This design comes from an exercise in tuning for small area, a short achievable clock period and few clock cycles per item on the open sky130 flow, not from production work.
Power is estimated from default activity; no workload was simulated.

== onyx ==
==> flow/design.v (excerpt) <==
module laser_sched (
   input  logic       CLK,
   input  logic       RST,
   input  logic [3:0] X,
   input  logic [3:0] Y,
   output logic [3:0] C1X,
   output logic [3:0] C1Y,
   output logic [3:0] C2X,
   output logic [3:0] C2Y,
   output logic       DONE
);
   localparam int NPTS = 40;
   function automatic logic gt6(input logic [5:0] a, input logic [5:0] b);
      logic g;
      g = 1'b0;
      for (int k = 0; k < 6; k++) g = (a[k] & ~b[k]) | ((a[k] | ~b[k]) & g);
      gt6 = g;
   endfunction
   function automatic logic ge6(input logic [5:0] a, input logic [5:0] b);
      logic g;
      g = 1'b1;
      for (int k = 0; k < 6; k++) g = (a[k] & ~b[k]) | ((a[k] | ~b[k]) & g);
      ge6 = g;
   endfunction
   function automatic logic ge4(input logic [3:0] a, input logic [3:0] b);
      logic g;
      g = 1'b1;
      for (int k = 0; k < 4; k++) g = (a[k] & ~b[k]) | ((a[k] | ~b[k]) & g);
      ge4 = g;
   endfunction
   logic [7:0]      pts [NPTS];
   logic [NPTS-1:0] u;
   logic            loading;
   logic            pre;
   logic            scanning;    
   logic            bv;          
  ...
Size in the first run: roughly 8800 cells after synthesis, roughly 0.061 sq mm of cells after synthesis.
Settings: LEC_CHECK=0, CAP_MARGIN=20, CORE_MARGIN=2, CORE_UTILIZATION=40, SLEW_MARGIN=20, SYNTH_HIERARCHICAL=1, SYNTH_MINIMUM_KEEP_SIZE=0; clock period 35.0 ns.
standard.sh (not shown) runs the stock make flow with config.mk's settings and CLKGATE_MAP_FILE= SYNTH_SCRIPT=/design/flow/synth_recipe.tcl, a recipe that flattens the netlist after the stock synthesis.
==> flow/flow/run.sh <==
#!/bin/bash
# Layout flow: the standard synthesis, then the combinational logic is
# re-mapped by ABC with a stronger script (flip-flops, full-adder cells and
# tie cells kept as they are, so every register keeps its name and cell), then
# the standard layout from floorplan to finish.
set -euo pipefail
W=$(pwd)
R=$W/orfs/results/$FLOW_PLATFORM/laser_sched/base
LIB=$FLOW_HOME/platforms/$FLOW_PLATFORM/lib/sky130_fd_sc_hd__tt_025C_1v80.lib

# 1. standard synthesis (writes 1_2_yosys.v and 1_synth.odb)
bash standard.sh synth > $W/log_1_synth.log 2>&1

# 2. re-map the combinational logic
DU=$(grep -o -- "-dont_use [A-Za-z0-9_]*" $W/orfs/logs/$FLOW_PLATFORM/laser_sched/base/1_2_yosys.log | sort -u | tr '\n' ' ')
cp $R/1_2_yosys.v $W/std_1_2_yosys.v
# cells kept as they are: every flip-flop or latch type, full adders, ties
KEEP=$(grep -o 'sky130_fd_sc_hd__[a-z0-9_]*' $W/std_1_2_yosys.v | sort -u | grep -E '__(df|edf|sdf|dl|fa_|conb)' | tr '\n' ' ')
cat > $W/resynth.ys <<EOS
read_liberty -ignore_miss_func $LIB
read_verilog $W/std_1_2_yosys.v
hierarchy -top $FLOW_TOP
blackbox $KEEP
flatten
opt_clean -purge
abc -liberty $LIB -script $W/flow/resynth.abc $DU
opt_clean -purge
setundef -zero
hilomap -singleton -hicell sky130_fd_sc_hd__conb_1 HI -locell sky130_fd_sc_hd__conb_1 LO
insbuf -buf sky130_fd_sc_hd__buf_4 A X
opt_clean -purge
check
stat -liberty $LIB
write_verilog -noattr -nohex -nodec $W/resynth.v
EOS
yosys -l $W/log_2_resynth.log $W/resynth.ys > /dev/null 2>&1

# 3. the re-mapped netlist replaces synthesis's; rebuild 1_synth.odb from it
cp $W/resynth.v $R/1_2_yosys.v
rm -f $R/1_synth.odb $R/1_synth.sdc
bash standard.sh synth > $W/log_3_synth_odb.log 2>&1

# 4. standard layout, floorplan to finish; writes out/final.def. The port
#    buffers are buf_4 cells.
BUFFER_PORTS_ARGS="-buffer_cell sky130_fd_sc_hd__buf_4" bash standard.sh finish > $W/log_4_layout.log 2>&1
==> flow/flow/resynth.abc <==
strash
&get -n
&deepsyn -J 30 -T 300
&put
dch -f
map -D 7000
topo
buffer
upsize -D 7000
dnsize -D 7000
Both conditions hold for onyx: the flow ran to the end and the final layout passed the timing, design-rule and antenna checks.
Relative to onyx, the following input files were edited for xenon:
==> flow/flow/resynth.abc <==
strash
&get -n
&deepsyn -J 30 -T 300
&put
dch -f
amap
topo
buffer
upsize -D 7000
dnsize -D 7000
Findings:
Diff onyx -> xenon | total clock buffers created by CTS | down by a few percent. Diff onyx -> xenon: setup skew after layout down 4.4 ps; top fanout value on the critical path now sits higher. Looking only at worst setup slack for register-to-register paths, and setting everything else aside, the lower value of xenon and onyx goes to xenon. Between xenon and onyx, the measured slew at the worst slew-check pin is lower for xenon. The power dissipated in the clock network in xenon is 0.912 times that in onyx. Comparing xenon and onyx, the higher count of inserted tapcells is on onyx. For worst-skew pair later-pin latency, onyx and xenon come out practically identical.
Function was not checked in any run of this note: the RTL went through the layout flow alone.

afterwards: timing with drivers on the ports:
No port has a modelled driver above. Below, the same layouts with a new extraction and two added sets of constraints. Step 1: set_driving_cell puts a clkbuf_16 on CLK and a buf_2 on each other input, an assumption about the parent block. Step 2 adds t to the input delays and takes it off the output delays; t is the mean of the earliest and latest rising clock arrival at the registers after step 1. Input paths then give back, and output paths get back, about the clock's delay inside the block. Three values: no drivers, after step 1, after step 2; two values: the first two.
run | t (ns) | slack for setup (ns) | clock arrival spread, ns | slew at the worst register clock pin (ns)
onyx | 0.760 | 26.865 / 26.790 / 26.951 | 0.035 / 0.035 | 0.07 / 0.07
xenon | 0.786 | 26.799 / 26.712 / 26.910 | 0.030 / 0.030 | 0.08 / 0.08
After both steps setup and hold are still met in every run listed.
